From an optimization exercise on the open Yosys and OpenROAD flow, aimed at small area; shortcuts taken in it are not production practice.
In this exercise RTL edits were held to simulation tests only and were not proved equivalent to the original.
Power and IR drop assume default switching activity.

==> build 68: inputs <==
==> flow/design.v <==
module matmul_scheduler #(
  parameter int PE_COUNT    = 4,
  parameter int RAM_SIZE    = 128,
  parameter int QUEUE_DEPTH = 2,
  parameter int TIMEOUT     = 65535
) (
  input  logic                     clk,
  input  logic                     rst,
  input  logic                     job_valid,
  output logic                     job_ready,
  input  logic [31:0]              job_M,
  input  logic [31:0]              job_N,
  input  logic [31:0]              job_P,
  input  logic [31:0]              job_left_offset,
  input  logic [31:0]              job_right_offset,
  input  logic [31:0]              job_result_offset,
  output logic [31:0]              M,
  output logic [31:0]              N,
  output logic [31:0]              P,
  output logic [31:0]              left_offset,
  output logic [31:0]              right_offset,
  output logic [31:0]              result_offset,
  output logic [PE_COUNT-1:0][1:0] start_signal,
  input  logic [PE_COUNT-1:0]      pe_done,
  output logic                     busy,
  output logic                     job_done,
  output logic                     job_error,
  output logic [31:0]              cycle_count
);
  localparam logic [2:0] S_IDLE  = 3'd0;
  localparam logic [2:0] S_CHECK = 3'd1;
  localparam logic [2:0] S_START = 3'd2;
  localparam logic [2:0] S_RUN   = 3'd3;
  localparam logic [2:0] S_ABORT = 3'd4;
  localparam logic [2:0] S_DONE  = 3'd5;
  logic [2:0] state_q, state_d;
  logic       st_idle, st_check, st_start, st_run, st_abort, st_done;
  assign st_idle  = (state_q == S_IDLE);
  assign st_check = (state_q == S_CHECK);
  assign st_start = (state_q == S_START);
  assign st_run   = (state_q == S_RUN);
  assign st_abort = (state_q == S_ABORT);
  assign st_done  = (state_q == S_DONE);
  logic in_flag, in_over;
  over_chk u_in (.a(job_M[7:0]), .b(job_N[7:0]), .off(job_left_offset[7:0]),
                 .fail(in_over));
  assign in_flag = (job_M[7:0] == '0) | (job_N[7:0] == '0) |
                   (job_P[7:0] == '0) |
                   (|{job_M[31:8], job_N[31:8], job_P[31:8],
                      job_left_offset[31:8], job_right_offset[31:8],
                      job_result_offset[31:8]}) | in_over;
  logic [192:0] slot0_q, slot1_q;
  logic         v0_q, v1_q, rd_q;
  logic         full, empty, push, pop, wsel;
  logic [192:0] job_in, head;
  logic [191:0] cfg_q, cfg_d;
  assign job_in = {in_flag, job_M, job_N, job_P,
                   job_left_offset, job_right_offset, job_result_offset};
  assign full      = v0_q & v1_q;
  assign empty     = ~v0_q & ~v1_q;
  assign job_ready = ~full;
  assign push      = job_valid & ~full;
  assign pop       = st_idle & ~empty;
  assign wsel      = empty ? rd_q : ~rd_q;
  assign head      = rd_q ? slot1_q : slot0_q;
  always_ff @(posedge clk) begin
    if (push & ~wsel) slot0_q <= job_in;
    if (push &  wsel) slot1_q <= job_in;
  end
  always_ff @(posedge clk) begin
    if (pop) rd_q <= ~rd_q;
  end
  always_ff @(posedge clk or posedge rst) begin
    if (rst) begin
      v0_q <= 1'b0;
      v1_q <= 1'b0;
    end else begin
      v0_q <= (v0_q & ~(pop & ~rd_q)) | (push & ~wsel);
      v1_q <= (v1_q & ~(pop &  rd_q)) | (push &  wsel);
    end
  end
  assign cfg_d = pop ? head[191:0] : cfg_q;
  always_ff @(posedge clk or posedge rst) begin
    if (rst) cfg_q <= '0;
    else     cfg_q <= cfg_d;
  end
  logic [7:0] ck_a, ck_b, ck_off;
  logic       ck_over, err_q, reject;
  assign ck_a   = st_idle ? cfg_d[135:128] : cfg_d[167:160];
  assign ck_b   = cfg_d[103:96];
  assign ck_off = st_idle ? cfg_d[39:32]   : cfg_d[7:0];
  over_chk u_cfg (.a(ck_a), .b(ck_b), .off(ck_off), .fail(ck_over));
  assign reject = err_q | ck_over;
  logic [3:0]  mask_q, mask_next;
  logic [15:0] run_q, run_inc, cc_q;
  logic        all_done, tmo;
  assign mask_next = st_start ? pe_done : (mask_q | pe_done);
  assign all_done  = &mask_next;
  assign tmo       = (run_q == 16'hFFFE);
  assign run_inc   = run_q + 16'd1;
  always_comb begin
    state_d = state_q;
    case (state_q)
      S_IDLE:  if (~empty) state_d = S_CHECK;
      S_CHECK: state_d = reject ? S_DONE : S_START;
      S_START: state_d = S_RUN;
      S_RUN:   if (all_done) state_d = S_DONE;
               else if (tmo) state_d = S_ABORT;
      S_ABORT: state_d = S_DONE;
      default: state_d = S_IDLE;
    endcase
  end
  always_ff @(posedge clk or posedge rst) begin
    if (rst) state_q <= S_IDLE;
    else     state_q <= state_d;
  end
  always_ff @(posedge clk) begin
    mask_q <= mask_next;
    run_q  <= {16{st_abort}} | ({16{st_run}} & run_inc);
    if (pop)           err_q <= head[192] | ck_over;
    else if (st_check) err_q <= reject;
    else if (st_abort) err_q <= 1'b1;
  end
  always_ff @(posedge clk or posedge rst) begin
    if (rst)          cc_q <= '0;
    else if (st_done) cc_q <= run_q;
  end
  always_comb begin
    for (int i = 0; i < PE_COUNT; i++) begin
      start_signal[i][0] = st_start | st_abort;
      start_signal[i][1] = (st_run & ~mask_q[i]) | st_abort;
    end
  end
  assign {M, N, P, left_offset, right_offset, result_offset} = cfg_q;
  assign busy        = ~st_idle;
  assign job_done    = st_done;
  assign job_error   = st_done & err_q;
  assign cycle_count = {16'd0, cc_q};
endmodule
module over_chk (input logic [7:0] a, input logic [7:0] b,
  input logic [7:0] off, output logic fail);
  logic t1, t2, t3, t4, t5, t6, t7, t8, t9, t10, t11, t12, t13, t14, t15, t16, t17, t18, t19, t20, t21, t22, t23, t24, t25, t26, t27, t28, t29, t30, t31, t32, t33, t34, t35, t36, t37, t38, t39, t40, t41, t42, t43, t44, t45, t46, t47;
  assign t1 = ((a[0] & b[1])) ^ ((a[1] & b[0])) ^ off[1];
  assign t2 = (((a[0] & b[1])) & ((a[1] & b[0]))) | (((a[0] & b[1])) & off[1]) | (((a[1] & b[0])) & off[1]);
  assign t3 = ((a[0] & b[2])) ^ ((a[1] & b[1])) ^ ((a[2] & b[0]));
  assign t4 = (((a[0] & b[2])) & ((a[1] & b[1]))) | (((a[0] & b[2])) & ((a[2] & b[0]))) | (((a[1] & b[1])) & ((a[2] & b[0])));
  assign t5 = ((a[0] & b[3])) ^ ((a[1] & b[2])) ^ ((a[2] & b[1]));
  assign t6 = (((a[0] & b[3])) & ((a[1] & b[2]))) | (((a[0] & b[3])) & ((a[2] & b[1]))) | (((a[1] & b[2])) & ((a[2] & b[1])));
  assign t7 = ((a[0] & b[4]) | (a[4] & b[0])) ^ ((a[1] & b[3])) ^ ((a[2] & b[2]));
  assign t8 = (((a[0] & b[4]) | (a[4] & b[0])) & ((a[1] & b[3]))) | (((a[0] & b[4]) | (a[4] & b[0])) & ((a[2] & b[2]))) | (((a[1] & b[3])) & ((a[2] & b[2])));
  assign t9 = ((a[0] & b[5]) | (a[3] & b[2])) ^ ((a[1] & b[4]) | (a[4] & b[1])) ^ ((a[2] & b[3]) | (a[5] & b[0]));
  assign t10 = (((a[0] & b[5]) | (a[3] & b[2])) & ((a[1] & b[4]) | (a[4] & b[1]))) | (((a[0] & b[5]) | (a[3] & b[2])) & ((a[2] & b[3]) | (a[5] & b[0]))) | (((a[1] & b[4]) | (a[4] & b[1])) & ((a[2] & b[3]) | (a[5] & b[0])));
  assign t11 = ((a[0] & b[6]) | (a[2] & b[4]) | (a[4] & b[2]) | (a[6] & b[0])) ^ ((a[1] & b[5]) | (a[3] & b[3]) | (a[5] & b[1])) ^ off[6];
  assign t12 = (((a[0] & b[6]) | (a[2] & b[4]) | (a[4] & b[2]) | (a[6] & b[0])) & ((a[1] & b[5]) | (a[3] & b[3]) | (a[5] & b[1]))) | (((a[0] & b[6]) | (a[2] & b[4]) | (a[4] & b[2]) | (a[6] & b[0])) & off[6]) | (((a[1] & b[5]) | (a[3] & b[3]) | (a[5] & b[1])) & off[6]);
  assign t13 = t2 ^ t3 ^ off[2];
  assign t14 = (t2 & t3) | (t2 & off[2]) | (t3 & off[2]);
  assign t15 = t4 ^ t5 ^ ((a[3] & b[0]));
  assign t16 = (t4 & t5) | (t4 & ((a[3] & b[0]))) | (t5 & ((a[3] & b[0])));
  assign t17 = t6 ^ t7 ^ ((a[3] & b[1]));
  assign t18 = (t6 & t7) | (t6 & ((a[3] & b[1]))) | (t7 & ((a[3] & b[1])));
  assign t19 = t8 ^ t9 ^ off[5];
  assign t20 = (t8 & t9) | (t8 & off[5]) | (t9 & off[5]);
  assign t21 = t14 ^ t15 ^ off[3];
  assign t22 = (t14 & t15) | (t14 & off[3]) | (t15 & off[3]);
  assign t23 = t16 ^ t17 ^ off[4];
  assign t24 = (t16 & t17) | (t16 & off[4]) | (t17 & off[4]);
  assign t25 = t20 ^ t10 ^ t11;
  assign t26 = (t20 & t10) | (t20 & t11) | (t10 & t11);
  assign t27 = t24 ^ t18 ^ t19;
  assign t28 = (t24 & t18) | (t24 & t19) | (t18 & t19);
  assign t29 = t26 ^ t12 ^ ((a[0] & b[7]) | (a[1] & b[6]) | (a[2] & b[5]) | (a[3] & b[4]) | (a[4] & b[3]) | (a[5] & b[2]) | (a[6] & b[1]) | (a[7] & b[0]));
  assign t30 = (t26 & t12) | (t26 & ((a[0] & b[7]) | (a[1] & b[6]) | (a[2] & b[5]) | (a[3] & b[4]) | (a[4] & b[3]) | (a[5] & b[2]) | (a[6] & b[1]) | (a[7] & b[0]))) | (t12 & ((a[0] & b[7]) | (a[1] & b[6]) | (a[2] & b[5]) | (a[3] & b[4]) | (a[4] & b[3]) | (a[5] & b[2]) | (a[6] & b[1]) | (a[7] & b[0])));
  assign t31 = ~(((a[0] & b[0])) ^ off[0]);
  assign t32 = ((a[0] & b[0])) | off[0];
  assign t33 = ~t1;
  assign t34 = ~t13;
  assign t35 = ~t21;
  assign t36 = ~(t22 ^ t23);
  assign t37 = t22 | t23;
  assign t38 = ~t27;
  assign t39 = ~(t28 ^ t25);
  assign t40 = t28 | t25;
  assign t41 = t32 & t33;
  assign t42 = (t1 & t34) | (t1 & t41) | (t34 & t41);
  assign t43 = (t13 & t35) | (t13 & t42) | (t35 & t42);
  assign t44 = (t21 & t36) | (t21 & t43) | (t36 & t43);
  assign t45 = (t37 & t38) | (t37 & t44) | (t38 & t44);
  assign t46 = (t27 & t39) | (t27 & t45) | (t39 & t45);
  assign t47 = (t40 & t29) | (t40 & t46) | (t29 & t46);
  assign fail = (a[1] & b[7]) | (a[2] & b[6]) | (a[2] & b[7]) | (a[3] & b[5]) | (a[3] & b[6]) | (a[3] & b[7]) | (a[4] & b[4]) | (a[4] & b[5]) | (a[4] & b[6]) | (a[4] & b[7]) | (a[5] & b[3]) | (a[5] & b[4]) | (a[5] & b[5]) | (a[5] & b[6]) | (a[5] & b[7]) | (a[6] & b[2]) | (a[6] & b[3]) | (a[6] & b[4]) | (a[6] & b[5]) | (a[6] & b[6]) | (a[6] & b[7]) | (a[7] & b[1]) | (a[7] & b[2]) | (a[7] & b[3]) | (a[7] & b[4]) | (a[7] & b[5]) | (a[7] & b[6]) | (a[7] & b[7]) | off[7] | t30 | t47;
endmodule
==> flow/run.sh <==
#!/bin/bash
# synth_recipe.tcl (not shown) runs the flow's synth.tcl, then flattens the netlist and writes it again
# the make line also repeats each setting of config.mk as NAME=value (left out here)
make -C /OpenROAD-flow-scripts/flow DESIGN_CONFIG=/design/flow/config.mk WORK_HOME=/design/flow/orfs CLKGATE_MAP_FILE= SYNTH_SCRIPT=/design/flow/synth_recipe.tcl finish
==> flow/config.mk <==
export PLATFORM = sky130hd
export DESIGN_NAME = matmul_scheduler
export DESIGN_NICKNAME = matmul_scheduler
export VERILOG_FILES = /design/flow/design.v
export SDC_FILE = /design/flow/constraint.sdc
export NUM_CORES = 4
export LEC_CHECK = 0
export CAP_MARGIN = 20
export CORE_MARGIN = 2
export CORE_UTILIZATION = 70
export CTS_BUF_LIST = sky130_fd_sc_hd__clkbuf_8
export CTS_CLUSTER_DIAMETER = 60
export CTS_CLUSTER_SIZE = 16
export SLEW_MARGIN = 20
==> flow/constraint.sdc <==
create_clock -name core_clock -period 12.0 [get_ports {clk}]
set_input_delay 2.4000 -clock core_clock [delete_from_list [all_inputs] [get_ports {clk}]]
set_output_delay 2.4000 -clock core_clock [all_outputs]
set_load 0.01 [all_outputs]
==> inputs of trial 52, as changes to build 68 <==
==> flow/design.v, changed modules only <==
module matmul_scheduler #(
  parameter int PE_COUNT    = 4,
  parameter int RAM_SIZE    = 128,
  parameter int QUEUE_DEPTH = 2,
  parameter int TIMEOUT     = 65535
) (
  input  logic                     clk,
  input  logic                     rst,
  input  logic                     job_valid,
  output logic                     job_ready,
  input  logic [31:0]              job_M,
  input  logic [31:0]              job_N,
  input  logic [31:0]              job_P,
  input  logic [31:0]              job_left_offset,
  input  logic [31:0]              job_right_offset,
  input  logic [31:0]              job_result_offset,
  output logic [31:0]              M,
  output logic [31:0]              N,
  output logic [31:0]              P,
  output logic [31:0]              left_offset,
  output logic [31:0]              right_offset,
  output logic [31:0]              result_offset,
  output logic [PE_COUNT-1:0][1:0] start_signal,
  input  logic [PE_COUNT-1:0]      pe_done,
  output logic                     busy,
  output logic                     job_done,
  output logic                     job_error,
  output logic [31:0]              cycle_count
);
  localparam logic [2:0] S_IDLE  = 3'b000;
  localparam logic [2:0] S_CHECK = 3'b001;
  localparam logic [2:0] S_START = 3'b011;
  localparam logic [2:0] S_RUN   = 3'b010;
  localparam logic [2:0] S_ABORT = 3'b110;
  localparam logic [2:0] S_DONE  = 3'b100;
  logic [2:0] state_q, state_d;
  logic       st_idle, st_check, st_start, st_run, st_abort, st_done;
  assign st_idle  = (state_q == S_IDLE);
  assign st_check = ~state_q[1] & state_q[0];
  assign st_start = state_q[1] & state_q[0];
  assign st_run   = (state_q == S_RUN);
  assign st_abort = state_q[2] & state_q[1];
  assign st_done  = state_q[2] & ~state_q[1];
  logic in_flag, in_over;
  over_chk u_in (.a(job_M[7:0]), .b(job_N[7:0]), .off(job_left_offset[7:0]),
                 .fail(in_over));
  assign in_flag = (job_M[7:0] == '0) | (job_N[7:0] == '0) |
                   (job_P[7:0] == '0) |
                   (|{job_M[31:8], job_N[31:8], job_P[31:8],
                      job_left_offset[31:8], job_right_offset[31:8],
                      job_result_offset[31:8]}) | in_over;
  logic [192:0] slot0_q, slot1_q;
  logic         v0_q, v1_q, rd_q;
  logic         full, empty, push, pop, wsel;
  logic [192:0] job_in, head;
  logic [191:0] cfg_q, cfg_d;
  assign job_in = {in_flag, job_M, job_N, job_P,
                   job_left_offset, job_right_offset, job_result_offset};
  assign full      = v0_q & v1_q;
  assign empty     = ~v0_q & ~v1_q;
  assign job_ready = ~full;
  assign push      = job_valid & ~full;
  assign pop       = st_idle & ~empty;
  assign wsel      = empty ? rd_q : ~rd_q;
  assign head      = rd_q ? slot1_q : slot0_q;
  always_ff @(posedge clk) begin
    if (push & ~wsel) slot0_q <= job_in;
    if (push &  wsel) slot1_q <= job_in;
  end
  always_ff @(posedge clk) begin
    if (pop) rd_q <= ~rd_q;
  end
  always_ff @(posedge clk or posedge rst) begin
    if (rst) begin
      v0_q <= 1'b0;
      v1_q <= 1'b0;
    end else begin
      v0_q <= (v0_q & ~(pop & ~rd_q)) | (push & ~wsel);
      v1_q <= (v1_q & ~(pop &  rd_q)) | (push &  wsel);
    end
  end
  assign cfg_d = pop ? head[191:0] : cfg_q;
  always_ff @(posedge clk or posedge rst) begin
    if (rst) cfg_q <= '0;
    else     cfg_q <= cfg_d;
  end
  logic [7:0] ck_a, ck_b, ck_off;
  logic       ck_over, err_q, reject;
  assign ck_a   = st_idle ? cfg_d[135:128] : cfg_d[167:160];
  assign ck_b   = cfg_d[103:96];
  assign ck_off = st_idle ? cfg_d[39:32]   : cfg_d[7:0];
  over_chk u_cfg (.a(ck_a), .b(ck_b), .off(ck_off), .fail(ck_over));
  assign reject = err_q | ck_over;
  logic [3:0]  mask_q, mask_next;
  logic [15:0] run_q, run_inc, cc_q;
  logic        all_done, tmo;
  assign mask_next = st_start ? pe_done : (mask_q | pe_done);
  assign all_done  = &mask_next;
  assign tmo       = (run_q == 16'hFFFE);
  assign run_inc   = run_q + 16'd1;
  always_comb begin
    state_d = state_q;
    if (st_idle & ~empty)       state_d = S_CHECK;
    else if (st_check)          state_d = reject ? S_DONE : S_START;
    else if (st_start)          state_d = S_RUN;
    else if (st_run)            state_d = all_done ? S_DONE :
                                          (tmo ? S_ABORT : S_RUN);
    else if (st_abort)          state_d = S_DONE;
    else if (st_done)           state_d = S_IDLE;
  end
  always_ff @(posedge clk or posedge rst) begin
    if (rst) state_q <= S_IDLE;
    else     state_q <= state_d;
  end
  always_ff @(posedge clk) begin
    mask_q <= mask_next;
    run_q  <= {16{st_abort}} | ({16{st_run}} & run_inc);
    if (pop)           err_q <= head[192] | ck_over;
    else if (st_check) err_q <= reject;
    else if (st_abort) err_q <= 1'b1;
  end
  always_ff @(posedge clk or posedge rst) begin
    if (rst)          cc_q <= '0;
    else if (st_done) cc_q <= run_q;
  end
  always_comb begin
    for (int i = 0; i < PE_COUNT; i++) begin
      start_signal[i][0] = st_start | st_abort;
      start_signal[i][1] = (st_run & ~mask_q[i]) | st_abort;
    end
  end
  assign {M, N, P, left_offset, right_offset, result_offset} = cfg_q;
  assign busy        = ~st_idle;
  assign job_done    = st_done;
  assign job_error   = st_done & err_q;
  assign cycle_count = {16'd0, cc_q};
endmodule
==> flow/flow/run.sh (new file) <==
#!/bin/bash
# Own layout flow: the standard ORFS flow (standard.sh) with two changes.
#  1. Synthesis: the same Yosys script as standard.sh's (synth_recipe.tcl and
#     ORFS synth.tcl), but ABC maps the logic with an area-oriented script
#     (abc_area_map.script beside this file). Registers are mapped before ABC
#     runs, so they keep the standard synthesis's names and cells; this is
#     checked below and the standard netlist is used if they differ.
#     The buffers Yosys puts on pass-through outputs are buf_1.
#  2. Port buffers: buffer_ports uses sky130_fd_sc_hd__buf_1 for every input
#     and output port instead of the default cell.
#  3. Clock tree synthesis inserts no dummy loads.
# Every tool's output goes to a log file of its own in the work folder.
set -euo pipefail
W=$PWD
F=$W/flow
RES=$W/orfs/results/$FLOW_PLATFORM/matmul_scheduler/base
export BUFFER_PORTS_ARGS="-inputs -outputs -buffer_cell sky130_fd_sc_hd__buf_1"
# clock tree: ORFS's CTS arguments with config.mk's buffer and clustering
# settings, plus -dont_use_dummy_load (no load-balancing dummy inverters)
export CTS_ARGS="-sink_clustering_enable -repair_clock_nets -sink_clustering_size 16 -sink_clustering_max_diameter 60 -buf_list sky130_fd_sc_hd__clkbuf_8 -dont_use_dummy_load"

bash standard.sh synth > $W/log_synth_standard.log 2>&1

# own synthesis, in a separate ORFS work folder
python3 - "$FLOW_HOME/scripts/synth.tcl" "$W/own_synth.tcl" "$F/abc_area_map.script" <<'PY'
import sys
src, dst, abc = sys.argv[1:4]
s = open(src).read()
hook = "source $::env(SCRIPTS_DIR)/synth_preamble.tcl\n"
assert hook in s
s = s.replace(hook, hook + (
    "set i [lsearch $abc_args -script]\n"
    "set abc_args [lreplace $abc_args [expr {$i+1}] [expr {$i+1}] {%s}]\n" % abc), 1)
open(dst, "w").write(s)
PY
sed "s#source \$::env(SCRIPTS_DIR)/synth.tcl#source $W/own_synth.tcl#" synth_recipe.tcl > $W/own_synth_recipe.tcl
grep -q "own_synth.tcl" $W/own_synth_recipe.tcl
make -C "$FLOW_HOME" DESIGN_CONFIG=$W/config.mk WORK_HOME=$W/orfs_own CLKGATE_MAP_FILE= \
  SYNTH_SCRIPT=$W/own_synth_recipe.tcl synth > $W/log_synth_own.log 2>&1 || true
OWN=$W/orfs_own/results/$FLOW_PLATFORM/matmul_scheduler/base/1_2_yosys.v

# use the own netlist only if its registers match the standard one's
if [[ -f $OWN ]] && python3 - "$RES/1_2_yosys.v" "$OWN" > $W/log_register_check.log 2>&1 <<'PY'
import re, sys
def regs(path):
    txt = open(path).read()
    return sorted(re.findall(r"^\s*(sky130_fd_sc_hd__(?:s?e?df|dl)\w*)\s+(\S+)\s*\(", txt, re.M))
a, b = regs(sys.argv[1]), regs(sys.argv[2])
print("standard registers:", len(a), "own registers:", len(b))
sys.exit(0 if a == b and len(a) > 0 else 1)
PY
then
  echo "using own synthesis netlist" >> $W/log_register_check.log
  cp $RES/1_2_yosys.v $W/standard_1_2_yosys.v
  # pass-through buffers (outputs tied together or to a constant) as buf_1
  sed 's/^\(\s*\)sky130_fd_sc_hd__buf_4 /\1sky130_fd_sc_hd__buf_1 /' $OWN > $RES/1_2_yosys.v
  rm -f $RES/1_synth.odb $RES/1_synth.sdc
else
  echo "registers differ: keeping the standard netlist" >> $W/log_register_check.log
fi

# the rest of the standard flow, up to out/final.def
bash standard.sh > $W/log_layout.log 2>&1
==> flow/flow/abc_area_map.script (new file) <==
strash
dch -f
&get -n
&nf -R 1000 -p
&put
topo
==> flow/standard.sh (new file) <==
#!/bin/bash
# synth_recipe.tcl (not shown) runs the flow's synth.tcl, then flattens the netlist and writes it again
# the make line also repeats each setting of config.mk as NAME=value (left out here)
make -C /OpenROAD-flow-scripts/flow DESIGN_CONFIG=/design/flow/config.mk WORK_HOME=/design/flow/orfs CLKGATE_MAP_FILE= SYNTH_SCRIPT=/design/flow/synth_recipe.tcl "${@:-finish}"
removed: flow/run.sh
==> run summary <==
Vert. Die Dim: build 68 190.8 um; trial 52 184.1 um
Taps Inserted: build 68 455; trial 52 402
Number of standard-cell rows in the floorplan: build 68 68; trial 52 65
Final worst-path cycle share: build 68 50.87%; trial 52 55.70%
Number of clock buffer instances in the layout: build 68 48; trial 52 45
Area of the core region: build 68 34,460 um2; trial 52 31,720 um2
Setup slack, reg-to-reg: build 68 5.90 ns; trial 52 5.32 ns
Post-detailed-placement cell area: build 68 28,850 um2; trial 52 24,970 um2
Post-detailed-route via-to-cell ratio: build 68 6.117; trial 52 6.410
Met1 Track Usage GR: build 68 41.60%; trial 52 42.36%
Run status: build 68 finished clean; trial 52 finished clean
Die width: build 68 190.8 um; trial 52 184.1 um
Slew at the pin closest to its max-slew limit: build 68 1.163 ns; trial 52 1.134 ns
Clock latency of the later-clocked register in the worst-skew pair: build 68 0.65 ns; trial 52 0.61 ns
Detailed-route wire length per cell: build 68 23.96 um; trial 52 23.24 um
Power of the clock network: build 68 1050 uW; trial 52 942 uW
Headroom to the max-slew limit: build 68 22.46%; trial 52 24.38%

-- separate check: timing with driven ports --
How much do the figures lean on ideal ports? The routed layouts below were timed once more, with nothing changed but the port constraints.
Step 1 (the two cells are an assumption about what drives the block):
set clk [get_ports {clk}]
set_driving_cell -lib_cell sky130_fd_sc_hd__clkbuf_16 $clk
set_driving_cell -lib_cell sky130_fd_sc_hd__buf_2 [delete_from_list [all_inputs] $clk]
Step 2 also shifts input and output timing later by t, the mid clock arrival at the registers, as if the neighbouring blocks saw the same clock.
a / b / c = no drivers / after step 1 / after step 2; a / b = the first two.
run | shift t [ns] | setup slack, ns | worst hold slack (ns)
build 68 | 0.679 | 5.896 / 5.896 / 5.740 | 0.475 / 0.475 / 0.475
trial 52 | 0.637 | 5.316 / 5.316 / 5.316 | 0.447 / 0.447 / 0.447
After both steps every run listed still meets setup and hold. For build 68, which loses most, drivers alone change the setup slack by 0.000 ns; drivers and shift together by -0.156 ns.
